Context: an optimization exercise on an open-source flow, tuned for small area, a short achievable clock period and few clock cycles per item. The choices shown serve that exercise and are no tape-out recipe.
At most, simulation tests tie the RTL to the original design; equivalence was not proved.

==> trial 68 <==
Design turntable_scan_point_converter_unit, start of the top module:
module turntable_scan_point_converter_unit #(
	parameter int TRIG_ENTRIES = tsp_pkg::TRIG_ENTRIES_DEF,
	parameter int SAMPLE_BITS  = tsp_pkg::SAMPLE_BITS_DEF
) (
	input  logic                                clk,
	input  logic                                arst_n,
	input  logic                                s_tvalid,
	output logic                                s_tready,
	input  logic [((SAMPLE_BITS+7)/8)*8-1:0]    s_tdata,   
	input  logic                                s_tuser,   
	output logic                                m_tvalid,
	input  logic                                m_tready,
	output logic [tsp_pkg::OUT_TDATA_W-1:0]     m_tdata,
	output logic                                m_tuser,   
	input  logic                                cfg_valid,
	output logic                                cfg_ready,
	input  logic [tsp_pkg::CFG_IDX_W-1:0]       cfg_index,
	input  logic [tsp_pkg::CFG_DATA_W-1:0]      cfg_data
);
==> flow/config.mk <==
export PLATFORM = sky130hd
export DESIGN_NAME = turntable_scan_point_converter_unit
export DESIGN_NICKNAME = turntable_scan_point_converter_unit
export VERILOG_FILES = /design/flow/design.v
export SDC_FILE = /design/flow/constraint.sdc
export NUM_CORES = 4
export LEC_CHECK = 0
export ABC_AREA = 1
export CAP_MARGIN = 20
export CELL_PAD_IN_SITES_DETAIL_PLACEMENT = 1
export CORE_MARGIN = 2
export CORE_UTILIZATION = 45
export PLACE_DENSITY = 0.6
export SETUP_SLACK_MARGIN = 5
export SLEW_MARGIN = 20
==> flow/constraint.sdc <==
create_clock -name core_clock -period 11.0 [get_ports {clk}]
set_input_delay 2.2000 -clock core_clock [delete_from_list [all_inputs] [get_ports {clk}]]
set_output_delay 2.2000 -clock core_clock [all_outputs]
set_load 0.01 [all_outputs]
standard.sh (not shown) runs the stock make flow with config.mk's settings and CLKGATE_MAP_FILE= SYNTH_SCRIPT=/design/flow/synth_recipe.tcl, a recipe that flattens the netlist after the stock synthesis.
==> flow/flow/run.sh <==
#!/bin/bash
set -euo pipefail
MARGIN=$(sed -n 's/^SETUP_MARGIN=//p' flow/margin.txt)
bash standard.sh SETUP_SLACK_MARGIN=$MARGIN finish > make.log 2>&1
==> flow/flow/margin.txt <==
SETUP_MARGIN=7.0
==> build 50: changes against trial 68 <==
==> flow/flow/margin.txt (replaced) <==
SETUP_MARGIN=7.4
CELL_PAD_IN_SITES_DETAIL_PLACEMENT = unset   (was 1)
CORE_UTILIZATION = 55   (was 45)
PLACE_DENSITY = 0.7   (was 0.6)
==> qor summary <==
metric                                                         build 50    trial 68
Global-route wire length before repair                        331000 um   366000 um
Chip width                                                       373 um      412 um
Proportion of cell area spent on the clock network                3.63%       4.05%
Final weighted congestion in routability-driven placement         0.950       0.904
Sum of net half-perimeters after detailed placement           146000 um   164000 um
Number of cells on the worst reg-to-reg path                         11           8
Status                                         timing/DRC/antenna clean  timing/DRC/antenna clean
Violation count after the first detailed-routing iteration         6238        4489
Fraction of met1 tracks used by global routing                    37.9%       34.2%
Number of antenna repair diodes                                       7          11
First-pass iteration count of the detailed router                    19           7
Pin count of the biggest net entering global routing                174         150
Cell with the largest stage delay on the worst path                fa_1  clkinvlp_4
Starting density of the core                                      55.3%       45.4%
Achievable frequency                                            261 MHz     250 MHz
Wirelength per Cell                                             21.2 um     22.3 um
Proportion of cell area occupied by multi-input gates             53.5%       54.1%
Floorplan die area                                           139000 um2  170000 um2
Hold Path Origin                                                 cmd2_q     co_q[0]
Worst R2R Start                                                sd0_q[3]   sd0_q[13]
Max_slew headroom                                                 20.5%       27.0%
Post-route minimum period                                       3830 ps     4000 ps
Via count                                                         60078       59972
Testbench counts of trial 68, summed over its fixed seeds: cycles 12,040, items 12,000.
Testbench counts of build 50, summed over its fixed seeds: cycles 12,040, items 12,000.


==> inputs of v12 <==
turntable_scan_point_converter_unit, a different RTL version from the one above (not shown whole).
==> module tsp_seq, before the edit <==
module tsp_seq (
	input  logic        clk,
	input  logic        arst_n,
	input  logic        step,        
	input  logic        cmd,         
	input  logic        adv,         
	input  logic        lift_wr,     
	input  logic [30:0] lift,
	input  logic [15:0] tsteps,
	input  logic [31:0] limit,
	output logic        ready_d,     
	output logic [30:0] z,           
	output logic        done         
);
	logic [15:0] turn_q;
	logic [31:0] total_q;
	logic [30:0] z_q;
	logic        busy_q;
	logic [3:0]  bit_q;
	logic [31:0] tsum;
	logic        tco;
	logic [31:0] nlimit;
	logic        dt, da, d0;
	logic [32:0] as, ac, asum;
	logic        aco;
	logic [31:0] za, zb, zs;
	logic        zco;
	logic [30:0] zsat;
	logic        turn_max;
	assign turn_max = &turn_q;
	assign ready_d  = lift_wr ? (turn_q == 16'd0) : (busy_q ? (bit_q == 4'd0) : 1'b1);
	assign z        = z_q;
	tsp_add32 u_tadd (.a(total_q), .b({16'd0, tsteps}), .ci(1'b0), .sum(tsum), .co(tco));
	assign nlimit = ~limit;
	tsp_add32 u_cmp (.a(total_q), .b(nlimit), .ci(1'b1), .sum(), .co(dt));
	assign as = {1'b0, total_q ^ {16'd0, tsteps} ^ nlimit};
	assign ac = {(total_q & {16'd0, tsteps}) | (total_q & nlimit) | ({16'd0, tsteps} & nlimit), 1'b0};
	tsp_add33 u_acmp (.a(as), .b(ac), .ci(1'b1), .sum(asum), .co(aco));
	assign da   = aco | asum[32];
	assign d0   = (limit == 32'd0);
	assign done = cmd ? d0 : (adv ? da : dt);
	assign za   = busy_q ? {z_q, 1'b0} : {1'b0, z_q};
	assign zb   = (!busy_q || turn_q[15]) ? {1'b0, lift} : 32'd0;
	tsp_add32s u_zadd (.a(za), .b(zb), .ci(1'b0), .sum(zs), .co(zco));
	assign zsat = (zs[31] || (busy_q && z_q[30])) ? 31'h7FFF_FFFF : zs[30:0];
	always_ff @(posedge clk or negedge arst_n) begin
		if (!arst_n) begin
			turn_q  <= '0;
			total_q <= '0;
			z_q     <= '0;
			busy_q  <= 1'b0;
			bit_q   <= '0;
		end else if (lift_wr) begin
			z_q     <= '0;
			busy_q  <= (turn_q != 16'd0);
			bit_q   <= 4'd15;
		end else if (busy_q) begin
			z_q     <= zsat;
			turn_q  <= {turn_q[14:0], turn_q[15]};
			bit_q   <= bit_q - 4'd1;
			busy_q  <= (bit_q != 4'd0);
		end else if (step) begin
			if (cmd) begin
				total_q <= '0;
				turn_q  <= '0;
				z_q     <= '0;
			end else if (adv) begin
				total_q <= tco ? 32'hFFFF_FFFF : tsum;
				if (!turn_max) begin
					turn_q <= turn_q + 16'd1;
					z_q    <= zsat;
				end
			end
		end
	end
endmodule
clock: 11.0 ns
lec_check: 0
abc_area: 1
cap_margin: 20
core_margin: 2
core_utilization: 55
place_density: 0.7
setup_slack_margin: 5
slew_margin: 20
==> flow/flow/margin.txt <==
SETUP_MARGIN=7.4
Scripts as last shown in full above: flow/flow/run.sh
==> inputs of v2, as changes to v12 <==
--- a/flow/design.v
+++ b/flow/design.v
@@ -5903,7 +5903,7 @@
 	assign turn_max = &turn_q;
 	assign ready_d  = lift_wr ? (turn_q == 16'd0) : (busy_q ? (bit_q == 4'd0) : 1'b1);
 	assign z        = z_q;
-	tsp_add32 u_tadd (.a(total_q), .b({16'd0, tsteps}), .ci(1'b0), .sum(tsum), .co(tco));
+	tsp_add32s u_tadd (.a(total_q), .b({16'd0, tsteps}), .ci(1'b0), .sum(tsum), .co(tco));
 	assign nlimit = ~limit;
 	tsp_add32 u_cmp (.a(total_q), .b(nlimit), .ci(1'b1), .sum(), .co(dt));
 	assign as = {1'b0, total_q ^ {16'd0, tsteps} ^ nlimit};
==> flow/flow/margin.txt (replaced) <==
SETUP_MARGIN=7.2
- CORE_UTILIZATION: 55 -> 50
- PLACE_DENSITY: 0.7 -> 0.65
==> qor summary <==
quantity	v2	v12
Remaining max-slew budget at the tightest pin	0.346	0.328
Result of the run	finished clean	finished clean
Worst setup path start	m_tready	sd0_q[6]
Actual slew at the worst max-slew pin	981 ps	1000 ps
Wire length on met2	101 mm	102 mm
Launch point of the worst reg-to-reg path	slope_q[23]	sd0_q[6]
Core region area	150000 µm²	137000 µm²
Worst endpoint data arrival time	4310 ps	4200 ps
Proportion of synthesized chip area in sequential cells	0.302	0.302
Post-route insts no fill	10677	10527
Number of global-route vias before repair	61465	61908
Type of origin of the critical path	input pin	flop
Simple-gate share of the synthesized area	0.125	0.125
Clock tree cell share of total cell area	0.0412	0.0377
Most prevalent standard cell on the critical path	sky130_fd_sc_hd__buf_16	sky130_fd_sc_hd__fa_1
Area used by sequential logic in the layout	22900 µm²	22900 µm²
Global placer's final weighted congestion	0.913	0.894
Die Area	154000 µm²	141000 µm²
Min Tclk post-route	3870 ps	3740 ps
Testbench counts of v12, summed over its fixed seeds: cycles 12,040, items 12,000.
Testbench counts of v2, summed over its fixed seeds: cycles 12,040, items 12,000.


==> inputs of fjord <==
turntable_scan_point_converter_unit, a different RTL version from the one above (not shown whole).
## turntable_scan_point_converter_unit
module turntable_scan_point_converter_unit #(
	parameter int TRIG_ENTRIES = tsp_pkg::TRIG_ENTRIES_DEF,
	parameter int SAMPLE_BITS  = tsp_pkg::SAMPLE_BITS_DEF
) (
	input  logic                                clk,
	input  logic                                arst_n,
	input  logic                                s_tvalid,
	output logic                                s_tready,
	input  logic [((SAMPLE_BITS+7)/8)*8-1:0]    s_tdata,   
	input  logic                                s_tuser,   
	output logic                                m_tvalid,
	input  logic                                m_tready,
	output logic [tsp_pkg::OUT_TDATA_W-1:0]     m_tdata,
	output logic                                m_tuser,   
	input  logic                                cfg_valid,
	output logic                                cfg_ready,
	input  logic [tsp_pkg::CFG_IDX_W-1:0]       cfg_index,
	input  logic [tsp_pkg::CFG_DATA_W-1:0]      cfg_data
);
	localparam int IDX_W = $clog2(TRIG_ENTRIES);
	localparam int DW    = 45;     
	logic signed [31:0] slope_q;
	logic signed [31:0] offset_q;
	logic [30:0]        center_q;
	logic [11:0]        min_q;
	logic [30:0]        mm_turn_q;
	logic [15:0]        tsteps_q;
	logic [31:0]        max_steps_q;
	logic [32:0]        co_q;        
	logic [32:0]        co_sum;
	logic               en;
	logic               accept;
	logic               seq_ready_d;
	logic               sk_full_d;
	logic               rdy_q;       
	logic               sk_full_q;
	logic [SAMPLE_BITS-1:0] sk_smp_q;
	logic               sk_cmd_q;
	logic               v0_q, v1_q, v2_q, v3_q;
	logic               cmd0_q, cmd1_q, cmd2_q, cmd3_q;
	logic               pv0_q, pv1_q, pv2_q, pv3_q;
	logic               adv2_q, adv3_q;
	logic [20:0]        sd0_q;
	logic [DW-1:0]      vs1_q, vc1_q;
	logic signed [31:0] rad2_q;
	logic [23:0]        sin2_q, cos2_q;
	logic [46:0]        xs3_q, xc3_q, ys3_q, yc3_q;
	logic [IDX_W-1:0]   angle_q;
  ...
Settings: LEC_CHECK=0, ABC_AREA=1, CAP_MARGIN=20, CORE_MARGIN=2, CORE_UTILIZATION=55, PLACE_DENSITY=0.7, SETUP_SLACK_MARGIN=5, SLEW_MARGIN=20; clock period 11.0 ns.
==> flow/flow/margin.txt <==
SETUP_MARGIN=7.0
Scripts as last shown in full above: flow/flow/run.sh
==> onyx (differences from fjord) <==
--- a/flow/design.v
+++ b/flow/design.v
@@ -5326,513 +5326,24 @@
 	assign sum[29] = p29 ^ G55;
 	assign sum[30] = p30 ^ G41;
 	assign sum[31] = p31 ^ G56;
 	assign sum[32] = p32 ^ G30;
 	assign co = G57;
 endmodule
-module tsp_add32s (
-	input  logic [31:0] a,
-	input  logic [31:0] b,
-	input  logic ci,
-	output logic [31:0] sum,
-	output logic co
-);
-	logic g0;
-	logic p0;
-	logic g1;
-	logic p1;
-	logic g2;
-	logic p2;
-	logic g3;
-	logic p3;
-	logic g4;
-	logic p4;
-	logic g5;
-	logic p5;
-	logic g6;
-	logic p6;
-	logic g7;
-	logic p7;
-	logic g8;
-	logic p8;
-	logic g9;
-	logic p9;
-	logic g10;
-	logic p10;
-	logic g11;
-	logic p11;
-	logic g12;
-	logic p12;
-	logic g13;
-	logic p13;
-	logic g14;
-	logic p14;
-	logic g15;
-	logic p15;
-	logic g16;
-	logic p16;
-	logic g17;
-	logic p17;
-	logic g18;
-	logic p18;
-	logic g19;
-	logic p19;
-	logic g20;
-	logic p20;
-	logic g21;
-	logic p21;
-	logic g22;
-	logic p22;
-	logic g23;
-	logic p23;
-	logic g24;
-	logic p24;
-	logic g25;
-	logic p25;
-	logic g26;
-	logic p26;
-	logic g27;
-	logic p27;
-	logic g28;
-	logic p28;
-	logic g29;
-	logic p29;
-	logic g30;
-	logic p30;
-	logic g31;
-	logic p31;
-	logic G0;
-	logic P0;
-	logic G1;
-	logic P1;
-	logic G2;
-	logic P2;
-	logic G3;
-	logic P3;
-	logic G4;
-	logic P4;
-	logic G5;
-	logic P5;
-	logic G6;
-	logic P6;
-	logic G7;
-	logic P7;
-	logic G8;
-	logic P8;
-	logic G9;
-	logic P9;
-	logic G10;
-	logic P10;
-	logic G11;
-	logic P11;
-	logic G12;
-	logic P12;
-	logic G13;
-	logic P13;
-	logic G14;
-	logic P14;
-	logic G15;
-	logic P15;
-	logic G16;
-	logic P16;
-	logic G17;
-	logic P17;
-	logic G18;
-	logic P18;
-	logic G19;
-	logic P19;
-	logic G20;
-	logic P20;
-	logic G21;
-	logic P21;
-	logic G22;
-	logic P22;
-	logic G23;
-	logic P23;
-	logic G24;
-	logic P24;
-	logic G25;
-	logic P25;
-	logic G26;
-	logic P26;
-	logic G27;
-	logic P27;
-	logic G28;
-	logic P28;
-	logic G29;
-	logic P29;
-	logic G30;
-	logic P30;
-	logic G31;
-	logic P31;
-	logic G32;
-	logic P32;
-	logic G33;
-	logic P33;
-	logic G34;
-	logic P34;
-	logic G35;
-	logic P35;
-	logic G36;
-	logic P36;
-	logic G37;
-	logic P37;
-	logic G38;
-	logic P38;
-	logic G39;
-	logic P39;
-	logic G40;
-	logic P40;
-	logic G41;
-	logic P41;
-	logic G42;
-	logic P42;
-	logic G43;
-	logic P43;
-	logic G44;
-	logic P44;
-	logic G45;
-	logic P45;
-	logic G46;
-	logic P46;
-	logic G47;
-	logic P47;
-	logic G48;
-	logic P48;
-	logic G49;
-	logic P49;
-	logic G50;
-	logic P50;
-	logic G51;
-	logic P51;
-	logic G52;
-	logic P52;
-	logic G53;
-	logic P53;
-	logic G54;
-	logic P54;
-	logic G55;
-	logic P55;
-	logic G56;
-	logic P56;
-	logic G57;
-	logic P57;
-	logic G58;
-	logic P58;
-	logic G59;
-	logic P59;
-	logic G60;
-	logic P60;
-	logic G61;
-	logic P61;
-	logic G62;
-	logic P62;
-	logic G63;
-	logic P63;
-	logic G64;
-	logic P64;
-	logic G65;
-	logic P65;
-	logic G66;
-	logic P66;
-	logic G67;
-	logic P67;
-	logic G68;
-	logic P68;
-	logic G69;
-	logic P69;
-	logic G70;
-	logic P70;
-	logic G71;
-	logic P71;
-	logic G72;
-	logic P72;
-	logic G73;
-	logic P73;
-	logic G74;
-	logic P74;
-	logic G75;
-	logic P75;
-	logic G76;
-	logic P76;
-	logic G77;
-	logic P77;
-	logic G78;
-	logic P78;
-	logic G79;
-	logic P79;
-	assign g0 = (a[0] & b[0]) | (ci & (a[0] ^ b[0]));
-	assign p0 = a[0] ^ b[0];
-	assign g1 = a[1] & b[1];
-	assign p1 = a[1] ^ b[1];
-	assign g2 = a[2] & b[2];
-	assign p2 = a[2] ^ b[2];
-	assign g3 = a[3] & b[3];
-	assign p3 = a[3] ^ b[3];
-	assign g4 = a[4] & b[4];
-	assign p4 = a[4] ^ b[4];
-	assign g5 = a[5] & b[5];
-	assign p5 = a[5] ^ b[5];
-	assign g6 = a[6] & b[6];
-	assign p6 = a[6] ^ b[6];
-	assign g7 = a[7] & b[7];
-	assign p7 = a[7] ^ b[7];
-	assign g8 = a[8] & b[8];
-	assign p8 = a[8] ^ b[8];
-	assign g9 = a[9] & b[9];
-	assign p9 = a[9] ^ b[9];
-	assign g10 = a[10] & b[10];
-	assign p10 = a[10] ^ b[10];
-	assign g11 = a[11] & b[11];
-	assign p11 = a[11] ^ b[11];
-	assign g12 = a[12] & b[12];
-	assign p12 = a[12] ^ b[12];
-	assign g13 = a[13] & b[13];
-	assign p13 = a[13] ^ b[13];
-	assign g14 = a[14] & b[14];
-	assign p14 = a[14] ^ b[14];
-	assign g15 = a[15] & b[15];
-	assign p15 = a[15] ^ b[15];
-	assign g16 = a[16] & b[16];
-	assign p16 = a[16] ^ b[16];
-	assign g17 = a[17] & b[17];
-	assign p17 = a[17] ^ b[17];
-	assign g18 = a[18] & b[18];
-	assign p18 = a[18] ^ b[18];
-	assign g19 = a[19] & b[19];
-	assign p19 = a[19] ^ b[19];
-	assign g20 = a[20] & b[20];
-	assign p20 = a[20] ^ b[20];
-	assign g21 = a[21] & b[21];
-	assign p21 = a[21] ^ b[21];
-	assign g22 = a[22] & b[22];
-	assign p22 = a[22] ^ b[22];
-	assign g23 = a[23] & b[23];
-	assign p23 = a[23] ^ b[23];
-	assign g24 = a[24] & b[24];
-	assign p24 = a[24] ^ b[24];
-	assign g25 = a[25] & b[25];
-	assign p25 = a[25] ^ b[25];
-	assign g26 = a[26] & b[26];
-	assign p26 = a[26] ^ b[26];
-	assign g27 = a[27] & b[27];
-	assign p27 = a[27] ^ b[27];
-	assign g28 = a[28] & b[28];
-	assign p28 = a[28] ^ b[28];
-	assign g29 = a[29] & b[29];
-	assign p29 = a[29] ^ b[29];
-	assign g30 = a[30] & b[30];
-	assign p30 = a[30] ^ b[30];
-	assign g31 = a[31] & b[31];
-	assign p31 = a[31] ^ b[31];
-	assign G0 = g1 | (p1 & g0);
-	assign P0 = p1 & p0;
-	assign G1 = g3 | (p3 & g2);
-	assign P1 = p3 & p2;
-	assign G2 = g5 | (p5 & g4);
-	assign P2 = p5 & p4;
-	assign G3 = g7 | (p7 & g6);
-	assign P3 = p7 & p6;
-	assign G4 = g9 | (p9 & g8);
-	assign P4 = p9 & p8;
-	assign G5 = g11 | (p11 & g10);
-	assign P5 = p11 & p10;
-	assign G6 = g13 | (p13 & g12);
-	assign P6 = p13 & p12;
-	assign G7 = g15 | (p15 & g14);
-	assign P7 = p15 & p14;
-	assign G8 = g17 | (p17 & g16);
-	assign P8 = p17 & p16;
-	assign G9 = g19 | (p19 & g18);
-	assign P9 = p19 & p18;
-	assign G10 = g21 | (p21 & g20);
-	assign P10 = p21 & p20;
-	assign G11 = g23 | (p23 & g22);
-	assign P11 = p23 & p22;
-	assign G12 = g25 | (p25 & g24);
-	assign P12 = p25 & p24;
-	assign G13 = g27 | (p27 & g26);
-	assign P13 = p27 & p26;
-	assign G14 = g29 | (p29 & g28);
-	assign P14 = p29 & p28;
-	assign G15 = g31 | (p31 & g30);
-	assign P15 = p31 & p30;
-	assign G16 = g2 | (p2 & G0);
-	assign P16 = p2 & P0;
-	assign G17 = G1 | (P1 & G0);
-	assign P17 = P1 & P0;
-	assign G18 = g6 | (p6 & G2);
-	assign P18 = p6 & P2;
-	assign G19 = G3 | (P3 & G2);
-	assign P19 = P3 & P2;
-	assign G20 = g10 | (p10 & G4);
-	assign P20 = p10 & P4;
-	assign G21 = G5 | (P5 & G4);
-	assign P21 = P5 & P4;
-	assign G22 = g14 | (p14 & G6);
-	assign P22 = p14 & P6;
-	assign G23 = G7 | (P7 & G6);
-	assign P23 = P7 & P6;
-	assign G24 = g18 | (p18 & G8);
-	assign P24 = p18 & P8;
-	assign G25 = G9 | (P9 & G8);
-	assign P25 = P9 & P8;
-	assign G26 = g22 | (p22 & G10);
-	assign P26 = p22 & P10;
-	assign G27 = G11 | (P11 & G10);
-	assign P27 = P11 & P10;
-	assign G28 = g26 | (p26 & G12);
-	assign P28 = p26 & P12;
-	assign G29 = G13 | (P13 & G12);
-	assign P29 = P13 & P12;
-	assign G30 = g30 | (p30 & G14);
-	assign P30 = p30 & P14;
-	assign G31 = G15 | (P15 & G14);
-	assign P31 = P15 & P14;
-	assign G32 = g4 | (p4 & G17);
-	assign P32 = p4 & P17;
-	assign G33 = G2 | (P2 & G17);
-	assign P33 = P2 & P17;
-	assign G34 = G18 | (P18 & G17);
-	assign P34 = P18 & P17;
-	assign G35 = G19 | (P19 & G17);
-	assign P35 = P19 & P17;
-	assign G36 = g12 | (p12 & G21);
-	assign P36 = p12 & P21;
-	assign G37 = G6 | (P6 & G21);
-	assign P37 = P6 & P21;
-	assign G38 = G22 | (P22 & G21);
-	assign P38 = P22 & P21;
-	assign G39 = G23 | (P23 & G21);
-	assign P39 = P23 & P21;
-	assign G40 = g20 | (p20 & G25);
-	assign P40 = p20 & P25;
-	assign G41 = G10 | (P10 & G25);
-	assign P41 = P10 & P25;
-	assign G42 = G26 | (P26 & G25);
-	assign P42 = P26 & P25;
-	assign G43 = G27 | (P27 & G25);
-	assign P43 = P27 & P25;
-	assign G44 = g28 | (p28 & G29);
-	assign P44 = p28 & P29;
-	assign G45 = G14 | (P14 & G29);
-	assign P45 = P14 & P29;
-	assign G46 = G30 | (P30 & G29);
-	assign P46 = P30 & P29;
-	assign G47 = G31 | (P31 & G29);
-	assign P47 = P31 & P29;
-	assign G48 = g8 | (p8 & G35);
-	assign P48 = p8 & P35;
-	assign G49 = G4 | (P4 & G35);
-	assign P49 = P4 & P35;
-	assign G50 = G20 | (P20 & G35);
-	assign P50 = P20 & P35;
-	assign G51 = G21 | (P21 & G35);
-	assign P51 = P21 & P35;
-	assign G52 = G36 | (P36 & G35);
-	assign P52 = P36 & P35;
-	assign G53 = G37 | (P37 & G35);
-	assign P53 = P37 & P35;
-	assign G54 = G38 | (P38 & G35);
-	assign P54 = P38 & P35;
-	assign G55 = G39 | (P39 & G35);
-	assign P55 = P39 & P35;
-	assign G56 = g24 | (p24 & G43);
-	assign P56 = p24 & P43;
-	assign G57 = G12 | (P12 & G43);
-	assign P57 = P12 & P43;
-	assign G58 = G28 | (P28 & G43);
-	assign P58 = P28 & P43;
-	assign G59 = G29 | (P29 & G43);
-	assign P59 = P29 & P43;
-	assign G60 = G44 | (P44 & G43);
-	assign P60 = P44 & P43;
-	assign G61 = G45 | (P45 & G43);
-	assign P61 = P45 & P43;
-	assign G62 = G46 | (P46 & G43);
-	assign P62 = P46 & P43;
-	assign G63 = G47 | (P47 & G43);
-	assign P63 = P47 & P43;
-	assign G64 = g16 | (p16 & G55);
-	assign P64 = p16 & P55;
-	assign G65 = G8 | (P8 & G55);
-	assign P65 = P8 & P55;
-	assign G66 = G24 | (P24 & G55);
-	assign P66 = P24 & P55;
-	assign G67 = G25 | (P25 & G55);
-	assign P67 = P25 & P55;
-	assign G68 = G40 | (P40 & G55);
-	assign P68 = P40 & P55;
-	assign G69 = G41 | (P41 & G55);
-	assign P69 = P41 & P55;
-	assign G70 = G42 | (P42 & G55);
-	assign P70 = P42 & P55;
-	assign G71 = G43 | (P43 & G55);
-	assign P71 = P43 & P55;
-	assign G72 = G56 | (P56 & G55);
-	assign P72 = P56 & P55;
-	assign G73 = G57 | (P57 & G55);
-	assign P73 = P57 & P55;
-	assign G74 = G58 | (P58 & G55);
-	assign P74 = P58 & P55;
-	assign G75 = G59 | (P59 & G55);
-	assign P75 = P59 & P55;
-	assign G76 = G60 | (P60 & G55);
-	assign P76 = P60 & P55;
-	assign G77 = G61 | (P61 & G55);
-	assign P77 = P61 & P55;
-	assign G78 = G62 | (P62 & G55);
-	assign P78 = P62 & P55;
-	assign G79 = G63 | (P63 & G55);
-	assign P79 = P63 & P55;
-	assign sum[0] = p0 ^ ci;
-	assign sum[1] = p1 ^ g0;
-	assign sum[2] = p2 ^ G0;
-	assign sum[3] = p3 ^ G16;
-	assign sum[4] = p4 ^ G17;
-	assign sum[5] = p5 ^ G32;
-	assign sum[6] = p6 ^ G33;
-	assign sum[7] = p7 ^ G34;
-	assign sum[8] = p8 ^ G35;
-	assign sum[9] = p9 ^ G48;
-	assign sum[10] = p10 ^ G49;
-	assign sum[11] = p11 ^ G50;
-	assign sum[12] = p12 ^ G51;
-	assign sum[13] = p13 ^ G52;
-	assign sum[14] = p14 ^ G53;
-	assign sum[15] = p15 ^ G54;
-	assign sum[16] = p16 ^ G55;
-	assign sum[17] = p17 ^ G64;
-	assign sum[18] = p18 ^ G65;
-	assign sum[19] = p19 ^ G66;
-	assign sum[20] = p20 ^ G67;
-	assign sum[21] = p21 ^ G68;
-	assign sum[22] = p22 ^ G69;
-	assign sum[23] = p23 ^ G70;
-	assign sum[24] = p24 ^ G71;
-	assign sum[25] = p25 ^ G72;
-	assign sum[26] = p26 ^ G73;
-	assign sum[27] = p27 ^ G74;
-	assign sum[28] = p28 ^ G75;
-	assign sum[29] = p29 ^ G76;
-	assign sum[30] = p30 ^ G77;
-	assign sum[31] = p31 ^ G78;
-	assign co = G79;
-endmodule
 `timescale 1ns / 1ps
 module tsp_seq (
 	input  logic        clk,
 	input  logic        arst_n,
 	input  logic        step,        
 	input  logic        cmd,         
 	input  logic        adv,         
 	input  logic        lift_wr,     
 	input  logic [30:0] lift,
 	input  logic [15:0] tsteps,
 	input  logic [31:0] limit,
-	output logic        ready_d,     
+	output logic        busy,        
 	output logic [30:0] z,           
 	output logic        done         
 );
 	logic [15:0] turn_q;
 	logic [31:0] total_q;
 	logic [30:0] z_q;
@@ -5846,43 +5357,42 @@
 	logic        aco;
 	logic [31:0] za, zb, zs;
 	logic        zco;
 	logic [30:0] zsat;
 	logic        turn_max;
 	assign turn_max = &turn_q;
-	assign ready_d  = lift_wr ? (turn_q == 16'd0) : (busy_q ? (bit_q == 4'd0) : 1'b1);
+	assign busy     = busy_q;
 	assign z        = z_q;
 	tsp_add32 u_tadd (.a(total_q), .b({16'd0, tsteps}), .ci(1'b0), .sum(tsum), .co(tco));
 	assign nlimit = ~limit;
 	tsp_add32 u_cmp (.a(total_q), .b(nlimit), .ci(1'b1), .sum(), .co(dt));
 	assign as = {1'b0, total_q ^ {16'd0, tsteps} ^ nlimit};
 	assign ac = {(total_q & {16'd0, tsteps}) | (total_q & nlimit) | ({16'd0, tsteps} & nlimit), 1'b0};
 	tsp_add33 u_acmp (.a(as), .b(ac), .ci(1'b1), .sum(asum), .co(aco));
 	assign da   = aco | asum[32];
 	assign d0   = (limit == 32'd0);
 	assign done = cmd ? d0 : (adv ? da : dt);
 	assign za   = busy_q ? {z_q, 1'b0} : {1'b0, z_q};
-	assign zb   = (!busy_q || turn_q[15]) ? {1'b0, lift} : 32'd0;
-	tsp_add32s u_zadd (.a(za), .b(zb), .ci(1'b0), .sum(zs), .co(zco));
+	assign zb   = (!busy_q || turn_q[bit_q]) ? {1'b0, lift} : 32'd0;
+	tsp_add32 u_zadd (.a(za), .b(zb), .ci(1'b0), .sum(zs), .co(zco));
 	assign zsat = (zs[31] || (busy_q && z_q[30])) ? 31'h7FFF_FFFF : zs[30:0];
 	always_ff @(posedge clk or negedge arst_n) begin
 		if (!arst_n) begin
 			turn_q  <= '0;
 			total_q <= '0;
 			z_q     <= '0;
 			busy_q  <= 1'b0;
 			bit_q   <= '0;
 		end else if (lift_wr) begin
-			z_q     <= '0;
-			busy_q  <= (turn_q != 16'd0);
-			bit_q   <= 4'd15;
+			z_q    <= '0;
+			busy_q <= (turn_q != 16'd0);
+			bit_q  <= 4'd15;
 		end else if (busy_q) begin
-			z_q     <= zsat;
-			turn_q  <= {turn_q[14:0], turn_q[15]};
-			bit_q   <= bit_q - 4'd1;
-			busy_q  <= (bit_q != 4'd0);
+			z_q    <= zsat;
+			bit_q  <= bit_q - 4'd1;
+			busy_q <= (bit_q != 4'd0);
 		end else if (step) begin
 			if (cmd) begin
 				total_q <= '0;
 				turn_q  <= '0;
 				z_q     <= '0;
 			end else if (adv) begin
@@ -5925,15 +5435,13 @@
 	logic [15:0]        tsteps_q;
 	logic [31:0]        max_steps_q;
 	logic [32:0]        co_q;        
 	logic [32:0]        co_sum;
 	logic               en;
 	logic               accept;
-	logic               seq_ready_d;
-	logic               sk_full_d;
-	logic               rdy_q;       
+	logic               busy;
 	logic               sk_full_q;
 	logic [SAMPLE_BITS-1:0] sk_smp_q;
 	logic               sk_cmd_q;
 	logic               v0_q, v1_q, v2_q, v3_q;
 	logic               cmd0_q, cmd1_q, cmd2_q, cmd3_q;
 	logic               pv0_q, pv1_q, pv2_q, pv3_q;
@@ -5969,15 +5477,14 @@
 	logic [46:0]        xs2, xc2, ys2, yc2;
 	logic [46:0]        px3, py3;
 	logic [30:0]        z3;
 	logic               done3;
 	assign cfg_ready = 1'b1;
 	assign en        = !m_tvalid_q || m_tready;
-	assign s_tready  = rdy_q;
+	assign s_tready  = !sk_full_q && !busy;
 	assign accept    = s_tvalid && s_tready;
-	assign sk_full_d = en ? 1'b0 : (accept || sk_full_q);
 	always_ff @(posedge clk or negedge arst_n) begin
 		if (!arst_n) begin
 			slope_q     <= '0;
 			offset_q    <= '0;
 			center_q    <= '0;
 			min_q       <= '0;
@@ -6005,32 +5512,29 @@
 		else
 			co_q <= co_sum;
 	end
 	always_ff @(posedge clk or negedge arst_n) begin
 		if (!arst_n) begin
 			sk_full_q  <= 1'b0;
-			rdy_q      <= 1'b0;
 			v0_q       <= 1'b0;
 			v1_q       <= 1'b0;
 			v2_q       <= 1'b0;
 			v3_q       <= 1'b0;
 			m_tvalid_q <= 1'b0;
 			angle_q    <= '0;
 		end else if (en) begin
-			sk_full_q  <= sk_full_d;
-			rdy_q      <= !sk_full_d && seq_ready_d;
+			sk_full_q  <= 1'b0;
 			v0_q       <= sk_full_q || accept;
 			v1_q       <= v0_q;
 			v2_q       <= v1_q;
 			v3_q       <= v2_q;
 			m_tvalid_q <= v3_q;
 			if (v1_q)
 				angle_q <= cmd1_q ? '0 : angle_q + IDX_W'(1);
-		end else begin
-			sk_full_q <= sk_full_d;
-			rdy_q     <= !sk_full_d && seq_ready_d;
+		end else if (accept) begin
+			sk_full_q <= 1'b1;
 		end
 	end
 	always_ff @(posedge clk) begin
 		if (!en && accept) begin
 			sk_smp_q <= s_tdata[SAMPLE_BITS-1:0];
 			sk_cmd_q <= s_tuser;
@@ -6120,13 +5624,13 @@
 		.cmd     (cmd3_q),
 		.adv     (adv3_q),
 		.lift_wr (cfg_valid && cfg_index == tsp_pkg::CFG_MM_PER_TURN),
 		.lift    (mm_turn_q),
 		.tsteps  (tsteps_q),
 		.limit   (max_steps_q),
-		.ready_d (seq_ready_d),
+		.busy    (busy),
 		.z       (z3),
 		.done    (done3)
 	);
 	always_ff @(posedge clk) begin
 		if (en) begin
 			pv_out_q   <= pv3_q;
==> flow/flow/margin.txt (replaced) <==
SETUP_MARGIN=7.3
==> flow_summary.ini <==
[status]
status = timing/DRC/antenna clean

[sta]
fin_worst_skew_ps = 36.2

[layout]
clkCellAreaFrac_pct = 4.04
utilization_pct = 61.6
multi_input_area_share_pct = 53.8

[synthesis]
synthTopCellsByCount = inv_1, nand2_1, xor2_1

[detailed_routing]
met3_length_um = 18000

[cts]
post_cts_buffers = 65
-- figures above: onyx

==> flow_summary.ini <==
[cts]
post_cts_buffers = 4

[detailed_routing]
met3_length_um = 17000

[layout]
utilization_pct = 60.4
clkCellAreaFrac_pct = 3.95

[sta]
fin_worst_skew_ps = 53.8

[synthesis]
synthTopCellsByCount = inv_1, nand2_1, xor2_1

[status]
status = timing/DRC/antenna clean

[critical_path]
path_delay_family = compound AO/OA/AOI/OAI gates
-- figures above: fjord

Testbench counts of fjord, summed over its fixed seeds: cycles 12,040, items 12,000.
For onyx, only the layout was checked, not whether the RTL still works.

-- port drivers added, routing unchanged --
Ports are ideal in the flow. The routed layouts listed here were re-timed in OpenROAD.
Step 1 sets driving cells, clkbuf_16 on the clock port and buf_2 on the other inputs (assumed; they add their load-dependent delay and slew).
Step 2 adds t to the input delays and takes it off the output delays; t is the mean of the earliest and latest rising clock arrival at the registers after step 1. Input paths then give back, and output paths get back, about the clock's delay inside the block.
Slacks: ideal ports / drivers / drivers and shift; pairs: ideal ports / drivers.
run	shift t [ns]	setup WS [ns]	slew at the worst register clock pin (ns)	worst data-port slew with drivers (ns)	pins driven straight from the clock port
trial 68	0.834	6.996 / 6.992 / 6.263	0.07 / 0.07	0.05	1
build 50	0.794	7.169 / 7.169 / 6.700	0.08 / 0.08	0.06	1
v12	0.805	7.264 / 7.264 / 6.708	0.07 / 0.07	0.05	1
v2	0.817	7.133 / 7.191 / 6.375	0.07 / 0.07	0.06	1
fjord	0.784	7.047 / 7.036 / 6.320	0.07 / 0.07	0.05	1
onyx	0.798	7.043 / 7.043 / 6.595	0.07 / 0.07	0.05	1
After both steps setup and hold are still met in every run listed. The setup slack of v2, which loses most, moves by +0.058 ns with the drivers and by -0.758 ns with both steps.
